What follows belongs to an exercise in optimizing a design on an open flow for small area and a short achievable clock period; a production flow would make more cautious choices.
Only simulation tests tie the RTL to the original design; equivalence was not proved.
Power is estimated from default activity; no workload was simulated.

### flow/config.mk
export PLATFORM = sky130hd
export DESIGN_NAME = axis_wconv_v2
export DESIGN_NICKNAME = axis_wconv_v2
export VERILOG_FILES = /design/flow/design.v
export SDC_FILE = /design/flow/constraint.sdc
export NUM_CORES = 4
export LEC_CHECK = 0
export ABC_AREA = 1
export CAP_MARGIN = 20
export CORE_MARGIN = 2
export CORE_UTILIZATION = 40
export SLEW_MARGIN = 20
### flow/design.v
package axis_wconv_pkg;
    function automatic integer wconv_depth(input integer nin, input integer nout);
        wconv_depth = nin + nout;
    endfunction
    function automatic integer wconv_cnt_w(input integer nin, input integer nout);
        wconv_cnt_w = $clog2(nin + nout + 1);
    endfunction
    function automatic bit wconv_params_ok(input integer nin, input integer nout);
        wconv_params_ok = (nin >= 1) && (nout >= 1);
    endfunction
endpackage
module wconv_sbuf
#(
    parameter int B    = 16,
    parameter int NIN  = 12,
    parameter int NOUT = 16
) (
    input  logic              aclk,
    input  logic              areset,
    input  logic              push,
    input  logic              pop,
    input  logic [2:0]        cnt_g,
    input  logic [NIN*B-1:0]  in_dat,
    output logic [NOUT*B-1:0] head
);
    localparam int GW = 4 * B;      
    localparam int NG = 7;          
    localparam int NI = 3;          
    logic [NG*GW-1:0] grp;
    logic [NG*GW-1:0] grp_n;
    logic [NG-1:0] hold;
    logic [NG-1:0] shift;
    logic [NG*NI-1:0] wr;         
    always_comb begin
        for (int g = 0; g < NG; g++) begin
            for (int k = 0; k < NI; k++) begin
                if (g - k >= 0) begin
                    wr[g*NI+k] = push && (pop ? (g == k) : (int'(cnt_g) == g - k));
                end else begin
                    wr[g*NI+k] = 1'b0;
                end
            end
            shift[g] = pop && (g + 4 < NG);
            hold[g]  = !areset && !pop && !(push && (int'(cnt_g) <= g) && (g <= int'(cnt_g) + 2));
        end
        for (int g = 0; g < NG; g++) begin
            grp_n[g*GW +: GW] = {GW{hold[g]}} & grp[g*GW +: GW];
            if (g + 4 < NG) begin
                grp_n[g*GW +: GW] = grp_n[g*GW +: GW] | ({GW{shift[g]}} & grp[(g+4)*GW +: GW]);
            end
            for (int k = 0; k < NI; k++) begin
                grp_n[g*GW +: GW] = grp_n[g*GW +: GW] | ({GW{wr[g*NI+k]}} & in_dat[k*GW +: GW]);
            end
        end
    end
    always_ff @(posedge aclk) begin
        grp <= grp_n;
    end
    assign head = grp[NOUT*B-1:0];
endmodule
module axis_wconv_v2
#(
    parameter int B    = 16,
    parameter int NIN  = 12,
    parameter int NOUT = 16
) (
    input  logic              aclk,
    input  logic              areset,
    input  logic              s_axis_tvalid,
    output logic              s_axis_tready,
    input  logic [NIN*B-1:0]  s_axis_tdata,
    input  logic              s_axis_tlast,
    output logic              m_axis_tvalid,
    input  logic              m_axis_tready,
    output logic [NOUT*B-1:0] m_axis_tdata,
    output logic              m_axis_tlast
);
    logic [2:0] cnt_g;       
    logic       flush;
    logic       rdy_r;       
    logic       vld_r;       
    logic       lst_r;       
    logic [2:0] cnt_n;
    logic       flush_n;
    logic       s_hs;
    logic       m_hs;
    assign s_axis_tready = rdy_r && !areset;
    assign m_axis_tvalid = vld_r && !areset;
    assign m_axis_tlast  = lst_r && !areset;
    assign s_hs = s_axis_tvalid && rdy_r && !areset;
    assign m_hs = m_axis_tready && vld_r && !areset;
    always_comb begin
        cnt_n   = cnt_g;
        flush_n = flush;
        if (m_hs) begin
            cnt_n = (cnt_g >= 3'd4) ? cnt_g - 3'd4 : 3'd0;
        end
        if (s_hs) begin
            cnt_n = cnt_n + 3'd3;
        end
        if (m_hs && lst_r) begin
            flush_n = 1'b0;
        end else if (s_hs && s_axis_tlast) begin
            flush_n = 1'b1;
        end
    end
    always_ff @(posedge aclk) begin
        if (areset) begin
            cnt_g <= 3'd0;
            flush <= 1'b0;
            rdy_r <= 1'b1;
            vld_r <= 1'b0;
            lst_r <= 1'b0;
        end else begin
            cnt_g <= cnt_n;
            flush <= flush_n;
            rdy_r <= (cnt_n <= 3'd4) && !flush_n;
            vld_r <= (cnt_n >= 3'd4) || (flush_n && (cnt_n != 3'd0));
            lst_r <= flush_n && (cnt_n <= 3'd4);
        end
    end
    wconv_sbuf #(
        .B    (B),
        .NIN  (NIN),
        .NOUT (NOUT)
    ) u_sbuf (
        .aclk    (aclk),
        .areset  (areset),
        .push    (s_hs),
        .pop     (m_hs),
        .cnt_g   (cnt_g),
        .in_dat  (s_axis_tdata),
        .head    (m_axis_tdata)
    );
endmodule
### flow/flow/run.sh
#!/bin/bash
# Standard layout, with the port buffers made from the smallest buffer cell instead of the
# cell buffer_ports picks by default (a slow delay cell).
set -euo pipefail
export BUFFER_PORTS_ARGS="-buffer_cell sky130_fd_sc_hd__buf_1"
bash standard.sh > make_finish.log 2>&1
### flow/constraint.sdc
create_clock -name core_clock -period 7.0 [get_ports {aclk}]
set_input_delay 1.4000 -clock core_clock [delete_from_list [all_inputs] [get_ports {aclk}]]
set_output_delay 1.4000 -clock core_clock [all_outputs]
set_load 0.01 [all_outputs]
### flow/standard.sh
#!/bin/bash
# synth_recipe.tcl (not shown) runs the flow's synth.tcl, then flattens the netlist and writes it again
# the make line also repeats each setting of config.mk as NAME=value (left out here)
make -C /OpenROAD-flow-scripts/flow DESIGN_CONFIG=/design/flow/config.mk WORK_HOME=/design/flow/orfs CLKGATE_MAP_FILE= SYNTH_SCRIPT=/design/flow/synth_recipe.tcl "${@:-finish}"
==> flow_summary.json, run 1 <==
{
  "status": "timing/DRC/antenna clean",
  "syn_area_sq_mm": 0.0229,
  "gp_congestion": 0.820,
  "ir_drop_mv": 0.156,
  "cts_setup_buffers": 0,
  "htree_levels": 2,
  "finalSetupViolCount": 0,
  "yosys-top-cells-area": "dfxtp_1 40%, nand2_1 26%, nand4_1 8.7%, buf_4 8.6%, nand3_1 3.2%",
  "max_slew_margin_pct": 24.5,
  "hold_viol": 0,
  "final.period_utilization_pct": 53.7,
  "cts-buffers-inserted": 50,
  "n_antenna_cell": 0,
  "routed_wl_um": 76600,
  "grtUsageTotal_pct": 25.1,
  "holdBufCountCts": 0,
  "crit_type": "in2reg",
  "clk_latency_ns": 0.59,
  "drc": 0,
  "yosysTopAreaCell": "dfxtp_1",
  "grt-ovfl-total": 0,
  "synth_warnings": 2,
  "root_buffer": "clkbuf_16",
  "nets": 3680,
  "area.growth.synth_to_final_pct": 7.63,
  "antenna_found_initial": 3,
  "ctsResizeCount": 0,
  "dieWidth_um": 243,
  "drv_cap": 0,
  "max_freq_mhz": 266,
  "worst_slew_pin_slew_ns": 1.13,
  "synth_edf_count": 0,
  "critical_path_required_ns": 7.52,
  "cts_tree": "yes",
  "rsz0062_at_grt": "false",
  "avgViaCountPerCell": 5.23,
  "syn_inst": 3399,
  "firstDrtPassIters": 6,
  "whs_ns": 0.450,
  "instances_no_fill": 4270,
  "syn_nets": 3604,
  "initialDrtViolationCount": 1629,
  "core_area_sq_mm": 0.0564,
  "p_per_area_mw_per_mm2": 260,
  "cts_buffer_depth": 3,
  "leakage_nw": 9.61,
  "io_pins": 456,
  "clkTransAtPathRegs_ns": 0.06,
  "dp.cells": 4179,
  "drive_above_1_share_pct": 3.76,
  "fin_setup_tns_ns": 0,
  "yosysUniqueCellTypes": 29,
  "synth-seq-cells": 455,
  "critPathLaunchType": "primary input",
  "fp-row-count": 87,
  "async_flop_share_pct": 0,
  "yosys-top-cells-count": "1592 x nand2_1, 455 x dfxtp_1, 318 x nand4_1",
  "clock_sinks": 455,
  "die_area_sq_mm": 0.0591,
  "grt_max_degree": 193,
  "cp_data_arrival_time_ns": 4.28,
  "period_needed_ns": 3.76,
  "ant_nets": 0,
  "synth_top_cell_area_share_pct": 39.9,
  "min_path_type": "reg2reg",
  "synth_flop_cell": "dfxtp_1",
  "path_max_fanout": 58,
  "seq_area_frac_synth_pct": 39.9,
  "start_util_pct": 40.5,
  "synth_area_per_cell_sq_um": 6.72,
  "io_buffer_count": 455,
  "dp_hpwl_um": 46600,
  "grt_pass1_wl_um": 120000,
  "final_max_slew_viol_count": 0,
  "cp-end-kind": "register",
  "wl_per_cell_um": 17.9,
  "synth_most_common_cell": "nand2_1",
  "grt_pass1_vias": 20436,
  "vias": 22324,
  "fin_worst_skew_ns": 0.0125,
  "die_h_um": 243
}
==> state kept, by name, summed over array words and instances, names as in the netlist <==
register,cells
cnt_g,3
rdy_r,1
vld_r,1
lst_r,1
u_sbuf.grp,448
flush,1
==> layer usage <==
layer / vias to the layer above / track usage (%) / share of wire (%)
li1: 10900 / - / -
met1: 10443 / 34.7 / 45
met2: 854 / 40.5 / 46
met3: 123 / 4.06 / 7.2
met4: 4 / 6.73 / 2.2
met5: - / 0 / 0.040
==> per-stage QoR <==
| step | util [%] | setup slack [ns] | total power [mW] | cell area, sq um |
|---|---|---|---|---|
| 2_1_floorplan | - | 3.90 | 3.53 | 22900 |
| 3_3_place_gp | 40.7 | 2.64 | 3.76 | 22900 |
| 3_5_place_dp | 40.7 | 2.66 | 3.76 | 23000 |
| 4_1_cts | 43.6 | 3.28 | 6.44 | 24600 |
| 5_1_grt | 43.6 | 3.04 | 6.65 | 24600 |
| 6_report | 43.6 | 3.24 | 6.39 | 24600 |
==> worst paths after layout <==
check,cells after the start,slack (ns),from,endpoint
max reg2reg,7,3.88,cnt_g[1],u_sbuf.grp[377]
min reg2reg,2,0.45,u_sbuf.grp[202],u_sbuf.grp[202]
min,2,0.45,u_sbuf.grp[202],u_sbuf.grp[202]
max,9,3.24,areset,u_sbuf.grp[292]
==> logic make-up (layout without fill, tap and decap cells) <==
logic type	after synthesis	in the layout	share of synthesized area (%)
flops	455	455	39.9
fa+ha+maj	8	8	0.438
buf+inv	623	738	15.4
compound gates	226	226	5.55
simple gates	2087	2087	38.7
==> area by class of cell <==
cell class,count,area (sq um)
Fill cell,6104,31800
Multi-Input combinational cell,2321,10300
Sequential cell,455,9110
Clock buffer,75,1440
Clock inverter,16,191
Inverter,163,619
Timing Repair Buffer,484,2000
Tap cell,756,946
==> worst max-delay path, cell delays in order <==
cell and delay [ns]:
buf_1 0.25, inv_2 0.17, nand2_2 0.19, inv_4 0.53, o21ai_0 0.23, inv_2 0.66, buf_4 0.60, nand2_1 0.10
nand4_1 0.09
==> cell usage in the layout (no fill, tap or decap), types with 6 or more instances in the layout <==
| cell | instances |
|---|---|
| dfxtp_1 | 455 |
| buf_4 | 23 |
| a21oi_1 | 71 |
| o21ai_0 | 94 |
| buf_12 | 6 |
| clkbuf_1 | 17 |
| o211ai_1 | 37 |
| nand2_1 | 1590 |
| nor2_1 | 15 |
| nand4_1 | 318 |
| ha_1 | 8 |
| clkbuf_8 | 7 |
| clkinv_2 | 8 |
| clkbuf_16 | 51 |
| inv_1 | 156 |
| nand3_1 | 146 |
| buf_1 | 455 |
| o21ai_1 | 19 |
| nor2_4 | 6 |
==> power by group <==
group | switching, mW | total (mW) | internal (mW)
clock network | 1.11 | 2.67 | 1.56
registers | 0.122 | 2.90 | 2.78
logic | 0.592 | 0.809 | 0.217
==> inputs of run 2 (changes only) <==
==> flow/run.sh (new file) <==
#!/bin/bash
# synth_recipe.tcl (not shown) runs the flow's synth.tcl, then flattens the netlist and writes it again
# the make line also repeats each setting of config.mk as NAME=value (left out here)
make -C /OpenROAD-flow-scripts/flow DESIGN_CONFIG=/design/flow/config.mk WORK_HOME=/design/flow/orfs CLKGATE_MAP_FILE= SYNTH_SCRIPT=/design/flow/synth_recipe.tcl finish
removed: flow/flow/run.sh
removed: flow/standard.sh
==> run 2 against run 1 <==
  * Area after synthesis stayed put
  * Routed wire length up 5.7%
  * Final cell count barely moved
  * Setup slack lost 0.46 ns
  * First-iteration DRC count is 11% higher
  * Hold slack better by 0.0011 ns
  * Largest cell class unchanged
  * Highest routed layer unchanged
==> flow_summary.json, run 2 <==
{
  "status": "timing/DRC/antenna clean",
  "cts-buffers-inserted": 52,
  "root_buffer": "clkbuf_16",
  "grt_pass1_wl_um": 125000,
  "clkTransAtPathRegs_ns": 0.06,
  "yosys-top-cells-count": "1592 x nand2_1, 455 x dfxtp_1, 318 x nand4_1",
  "ir_drop_mv": 0.177,
  "yosysTopAreaCell": "dfxtp_1",
  "gp_congestion": 0.816,
  "hold_viol": 0,
  "fin_worst_skew_ns": 0.0122,
  "p_sw_mw": 1.86,
  "avgViaCountPerCell": 5.27,
  "r2r-start": "cnt_g[2]",
  "final_common_cell": "nand2_1",
  "ant_nets": 0,
  "io_buffer_count": 455,
  "r2r_end": "u_sbuf.grp[153]",
  "syn_area_sq_mm": 0.0229,
  "synth_flop_cell": "dfxtp_1",
  "firstDrtPassIters": 5,
  "final_core_util_pct": 48.8,
  "sequentialPowerShare_pct": 43.0,
  "max_freq_mhz": 237,
  "grtUsageTotal_pct": 26.5,
  "reg2regPathDepth": 10,
  "cts_tree": "yes",
  "grt_max_degree": 196,
  "layout_common_cells": "1590 x nand2_1, 455 x dfxtp_1, 455 x clkdlybuf4s50_1",
  "largest_reg_flops": 448,
  "drive_above_1_share_pct": 3.93,
  "holdBufCountCts": 0,
  "p_int_mw": 4.87,
  "antenna_found_initial": 6,
  "leakage_nw": 10.8,
  "max_slew_margin_pct": 21.1,
  "final_max_slew_viol_count": 0,
  "synth-seq-cells": 455,
  "clock_sinks": 455,
  "min_path_type": "reg2reg",
  "start_util_pct": 40.5,
  "async_flop_share_pct": 0,
  "drv_cap": 0,
  "nets": 3678,
  "finalSetupViolCount": 0,
  "io_pins": 456,
  "initialDrtViolationCount": 1813,
  "cts_setup_buffers": 0,
  "htree_levels": 2,
  "max_flop_register": "u_sbuf.grp",
  "endpoint": "m_axis_tlast",
  "p_sw_share_pct": 27.7,
  "ctsResizeCount": 0,
  "p_comb_share_pct": 16.2,
  "dieWidth_um": 243,
  "wl_per_cell_um": 19.0,
  "ff2ff_setup_slack_ns": 3.94,
  "whs_ns": 0.451,
  "die_area_sq_mm": 0.0591,
  "area.growth.synth_to_final_pct": 20.5,
  "critical_path_required_ns": 5.60,
  "fin_setup_tns_ns": 0,
  "dp_hpwl_um": 47900,
  "critPathLaunchType": "primary input",
  "worst_slew_pin_slew_ns": 1.18,
  "drc": 0,
  "grt-ovfl-total": 0,
  "clk_latency_ns": 0.60,
  "grt_pass1_vias": 21388,
  "rsz0062_at_grt": "false",
  "yosys-top-cells-area": "dfxtp_1 40%, nand2_1 26%, nand4_1 8.7%, buf_4 8.6%, nand3_1 3.2%",
  "die_h_um": 243,
  "synth_most_common_cell": "nand2_1",
  "seq_area_frac_synth_pct": 39.9,
  "core_area_sq_mm": 0.0564,
  "final.period_utilization_pct": 60.3,
  "cts_buffer_depth": 3,
  "synth_edf_count": 0,
  "synth_area_per_cell_sq_um": 6.72,
  "vias": 22529,
  "routed_wl_um": 81000,
  "clockPowerShare_pct": 40.8,
  "syn_nets": 3604,
  "period_needed_ns": 4.22,
  "crit_type": "in2out",
  "fp-row-count": 87,
  "synth_top_cell_area_share_pct": 39.9,
  "syn_inst": 3399,
  "critical_path.startpoint": "areset",
  "path_max_fanout": 9,
  "cp_data_arrival_time_ns": 2.82,
  "p_per_area_mw_per_mm2": 244,
  "cp-end-kind": "output port",
  "synth_warnings": 2,
  "reg_top3": "u_sbuf.grp (448), cnt_g (3)",
  "yosysUniqueCellTypes": 29
}
[run 2: cell types whose count changed in the layout (fill, tap and decap cells not counted), moves of 5 or more]
cell             delta
buf_1             -455
clkdlybuf4s50_1   +455
clkbuf_8           +12
clkbuf_1            -9
buf_4               -6
diode_2             +5
[run 2: routing by layer]
layer  share of wire, %  global-route usage, %
met4                3.5                   10.1
met5              0.015                      0
met1                 44                   35.8
met3                7.6                   5.08
met2                 45                   41.8
[run 2: layout make-up]
| type | instances | area [sq um] |
|---|---|---|
| Clock buffer | 80 | 1620 |
| Sequential cell | 455 | 9110 |
| Fill cell | 5755 | 28900 |
| Antenna cell | 5 | 12.5 |
| Timing Repair Buffer | 480 | 4840 |
| Multi-Input combinational cell | 2321 | 10300 |
| Clock inverter | 12 | 87.6 |
| Inverter | 163 | 621 |
| Tap cell | 756 | 946 |
[run 2: metrics by stage]
stage / cell area (sq um) / setup slack (ns) / instances / power (mW)
after global routing: 27500 / 2.62 / 4272 / 6.99
final: 27500 / 2.78 / 4272 / 6.73
after detailed placement: 25800 / 2.19 / 4175 / 4.03
after CTS: 27500 / 2.78 / 4267 / 6.78
after floorplan: 22900 / 3.90 / 3399 / 3.53
after global placement: 25800 / 2.17 / 4175 / 4.04
[run 2: critical path, stage by stage]
cell             delay (ns)
clkdlybuf4s50_1        0.64
nor2_1                 0.21
clkdlybuf4s50_1        0.56
[run 2: power by group through the flow]
stage / Sequential [mW] / Combinational, mW / Clock, mW
after global placement: 2.94 / 1.09 / 0
after global routing: 2.91 / 1.17 / 2.91
after CTS: 2.89 / 1.09 / 2.80
final: 2.89 / 1.09 / 2.74
after detailed placement: 2.95 / 1.09 / 0
after floorplan: 2.91 / 0.625 / 0
[run 2: logic make-up after synthesis]
group	Yosys count	share of synthesized area, %
compound gates	226	5.55
simple gates	2087	38.7
fa+ha+maj	8	0.438
flops	455	39.9
buf+inv	623	15.4
[run 2: how the worst min path moves through the flow]
stage / from / to / slack (ns) / depth (start not counted)
final: u_sbuf.grp[198] / u_sbuf.grp[198] / 0.45 / 2
after global routing: u_sbuf.grp[227] / u_sbuf.grp[227] / 0.47 / 2
after CTS: u_sbuf.grp[351] / u_sbuf.grp[351] / 0.45 / 2
after detailed placement: u_sbuf.grp[351] / u_sbuf.grp[351] / 0.44 / 2
after global placement: u_sbuf.grp[349] / u_sbuf.grp[349] / 0.44 / 2
after floorplan: u_sbuf.grp[333] / u_sbuf.grp[333] / 0.43 / 2
==> inputs of run 3 (changes only) <==
--- a/flow/config.mk
+++ b/flow/config.mk
@@ -6,7 +6,6 @@
 export NUM_CORES = 4
 export LEC_CHECK = 0
-export ABC_AREA = 1
 export CAP_MARGIN = 20
 export CORE_MARGIN = 2
-export CORE_UTILIZATION = 40
+export CORE_UTILIZATION = 20
 export SLEW_MARGIN = 20
==> run 3 against run 2 <==
  * Routed wire length is 18% higher
  * Area after synthesis is 3.4% lower
  * Clock power is 7.7% higher
  * Count of clock-buffer cells in the layout is 2 lower
  * Critical endpoint is now s_axis_tready
  * Utilization is 23 points lower
==> flow_summary.json, run 3 <==
{
  "instances_no_fill": 4001,
  "area.growth.synth_to_final_pct": 26.4,
  "antenna_found_initial": 3,
  "cp_data_arrival_time_ns": 2.92,
  "r2r_end": "u_sbuf.grp[131]",
  "critical_path_required_ns": 5.60,
  "ir_drop_mv": 0.150,
  "r2r-start": "cnt_g[2]",
  "gp_congestion": 0.760,
  "start_util_pct": 20.2,
  "critPathBufInv": 2,
  "syn_area_sq_mm": 0.0221,
  "clkTransAtPathRegs_ns": 0.05,
  "synth_flop_cell": "dfxtp_1",
  "grt_max_degree": 112,
  "crit_type": "in2out",
  "firstDrtPassIters": 6,
  "ff2ff_setup_slack_ns": 3.35,
  "cp_common_cell": "clkdlybuf4s50_1",
  "htree_levels": 2,
  "worst_slew_pin_slew_ns": 1.22,
  "synth_area_per_cell_sq_um": 9.12,
  "syn_inst": 2419,
  "drc": 0,
  "path_cells": "clkdlybuf4s50_1 -> nor2b_1 -> clkdlybuf4s50_1",
  "dp_hpwl_um": 58600,
  "wl_per_cell_um": 23.9,
  "holdPathStages": 2,
  "crit_slowest_cell": "clkdlybuf4s50_1",
  "synth_edf_count": 0,
  "final.period_utilization_pct": 61.7,
  "rsz0062_at_grt": "false",
  "hold_start": "u_sbuf.grp[417]",
  "finalSetupViolCount": 0,
  "cp-end-kind": "output port",
  "yosysTopAreaCell": "dfxtp_1",
  "grtUsageTotal_pct": 16.1,
  "synth_top_cell_area_share_pct": 41.3,
  "hold_viol": 0,
  "initialDrtViolationCount": 2018,
  "synth-seq-cells": 455,
  "clk_latency_ns": 0.62,
  "cts_setup_buffers": 0,
  "vias": 20424,
  "die_h_um": 336,
  "seq_area_frac_synth_pct": 41.3,
  "yosys-top-cells-area": "dfxtp_1 41%, a221o_1 15%, a22oi_1 11%, buf_4 9.0%, nor2_1 4.4%",
  "fin_setup_tns_ns": 0,
  "critPathLaunchType": "primary input",
  "setup_ws_ns": 2.68,
  "crit_family": "buffers and inverters",
  "root_buffer": "clkbuf_16",
  "grt-ovfl-total": 0,
  "async_flop_share_pct": 0,
  "grt_pass1_vias": 19741,
  "reg_top3": "u_sbuf.grp (448), cnt_g (3)",
  "layout_common_cells": "455 x dfxtp_1, 455 x clkdlybuf4s50_1, 326 x a22oi_1",
  "cts-buffers-inserted": 55,
  "cts_tree": "yes",
  "yosys-top-cells-count": "455 x dfxtp_1, 326 x a22oi_1, 320 x a221o_1",
  "final_max_slew_viol_count": 0,
  "fin_worst_skew_ns": 0.0172,
  "status": "timing/DRC/antenna clean",
  "die_area_sq_mm": 0.113,
  "path_max_fanout": 12,
  "period_needed_ns": 4.32,
  "reg2regPathDepth": 7,
  "dp_slack_ns": 2.31,
  "max_freq_mhz": 231,
  "clock_sinks": 455,
  "fp-row-count": 121,
  "synth_most_common_cell": "dfxtp_1",
  "avgViaCountPerCell": 5.10,
  "yosysUniqueCellTypes": 43,
  "io_pins": 456,
  "leakage_nw": 9.11,
  "largest_reg_flops": 448,
  "ant_nets": 0,
  "drv_cap": 0,
  "min_path_type": "reg2reg",
  "cpPeakStageDelay_ns": 0.60,
  "p_per_area_mw_per_mm2": 271,
  "max_slew_margin_pct": 18.5,
  "hold_path_end": "u_sbuf.grp[161]",
  "grt_pass1_wl_um": 137000,
  "routed_wl_um": 95600,
  "drive_above_1_share_pct": 5.59,
  "io_buffer_count": 455,
  "core_area_sq_mm": 0.109,
  "nets": 2690,
  "max_flop_register": "u_sbuf.grp",
  "synth_warnings": 2,
  "dieWidth_um": 336,
  "ctsResizeCount": 0,
  "p_total_mw": 7.57,
  "cts_buffer_depth": 3,
  "dp.cells": 3904,
  "holdBufCountCts": 0,
  "syn_nets": 2624
}
-- run 3: changes by cell type in the layout (fill, tap and decap cells not counted), moves of 68 or more --
cell,delta
a221o_1,+320
nor2_1,+244
a21oi_1,-68
o21ai_0,-90
nand3_1,-146
nand4_1,-318
a22oi_1,+326
nand2_1,-1405
-- run 3: cell type report --
class | instances | area, sq um
well taps | 1476 | 1850
inverters | 134 | 503
clock inverters | 15 | 244
fillers | 11569 | 81300
multi-input cells | 1347 | 9680
clock buffers | 78 | 1580
repair buffers | 492 | 4930
flip-flops and latches | 455 | 9110
diodes | 4 | 10.0
-- run 3: stage by stage --
stage / cell area, sq um / utilization [%] / hold WS (ns)
after global routing: 27900 / 25.5 / 0.488
final: 27900 / 25.6 / 0.470
after floorplan: 22100 / - / 0.435
after detailed placement: 26100 / 23.9 / 0.454
after CTS: 27900 / 25.5 / 0.466
after global placement: 26100 / 23.9 / 0.451
-- run 3: logic make-up (layout without fill, tap and decap cells) --
group,count (synthesis),count (layout),synth area share [%]
adders and majority gates,8,8,0.454
xor gates and xnor gates,2,2,0.0794
AOI/OAI and AO/OA,866,866,34.1
DFF,455,455,41.3
buffers and inverters,617,719,15.6
and+or+nand+nor,468,468,8.30
muxes,3,3,0.147
other,0,4,0
-- run 3: worst max-delay path by stage --
stage	start	endpoint	slack [ns]	depth (start not counted)
final	areset	s_axis_tready	2.68	3
after global routing	areset	s_axis_tready	2.67	3
after detailed placement	areset	u_sbuf.grp[392]	2.31	6
after global placement	areset	u_sbuf.grp[398]	2.37	6
after CTS	areset	s_axis_tready	2.72	3
after floorplan	areset	m_axis_tlast	3.87	2
-- run 3: metal layers --
metal | up-vias | part of all wire [%] | track usage (%)
li1 | 9068 | - | -
met1 | 10204 | 44 | 21.9
met2 | 1013 | 45 | 24.9
met3 | 139 | 9.2 | 4.27
met4 | 0 | 2.1 | 4.20
met5 | - | 0 | 0
-- run 3: power by group --
part           leakage, nW  switching (mW)  total [mW]  internal [mW]
registers             3.71           0.155        2.99           2.84
clock network        0.879            1.18        2.95           1.77
logic                 4.53           0.923        1.63          0.706
-- run 3: worst register-to-register path: stages (launching register included) --
cell	delay, ns
dfxtp_1	0.51
inv_1	0.36
ha_4	0.61
inv_1	0.18
a221oi_1	0.39
a21o_4	0.71
buf_4	0.54
o2111ai_1	0.22

==> re-timing with driven ports <==
The results above use ideal ports. As a check the final layouts listed here were re-extracted and re-timed, cells and wires unchanged. Step 1 assumes that a clkbuf_16 drives the clock port and a buf_2 every other input. Step 2 also shifts input and output timing later by t, the mid clock arrival at the registers, as if the neighbouring blocks saw the same clock. Three values: no drivers, after step 1, after step 2; two values: the first two.
run | shift t [ns] | setup WS [ns] | clock arrival spread, ns | worst slew at a driven data input, ns | cell pins on the clock port's net
run 1 | 0.644 | 3.240 / 3.283 / 2.639 | 0.022 / 0.022 | 0.08 | 1
run 2 | 0.649 | 2.781 / 2.760 / 2.181 | 0.016 / 0.016 | 0.10 | 1
run 3 | 0.673 | 2.680 / 2.619 / 2.143 | 0.027 / 0.027 | 0.11 | 1
After both steps every run listed still meets setup and hold. For run 1, which loses most, drivers alone change the setup slack by +0.043 ns; drivers and shift together by -0.601 ns.
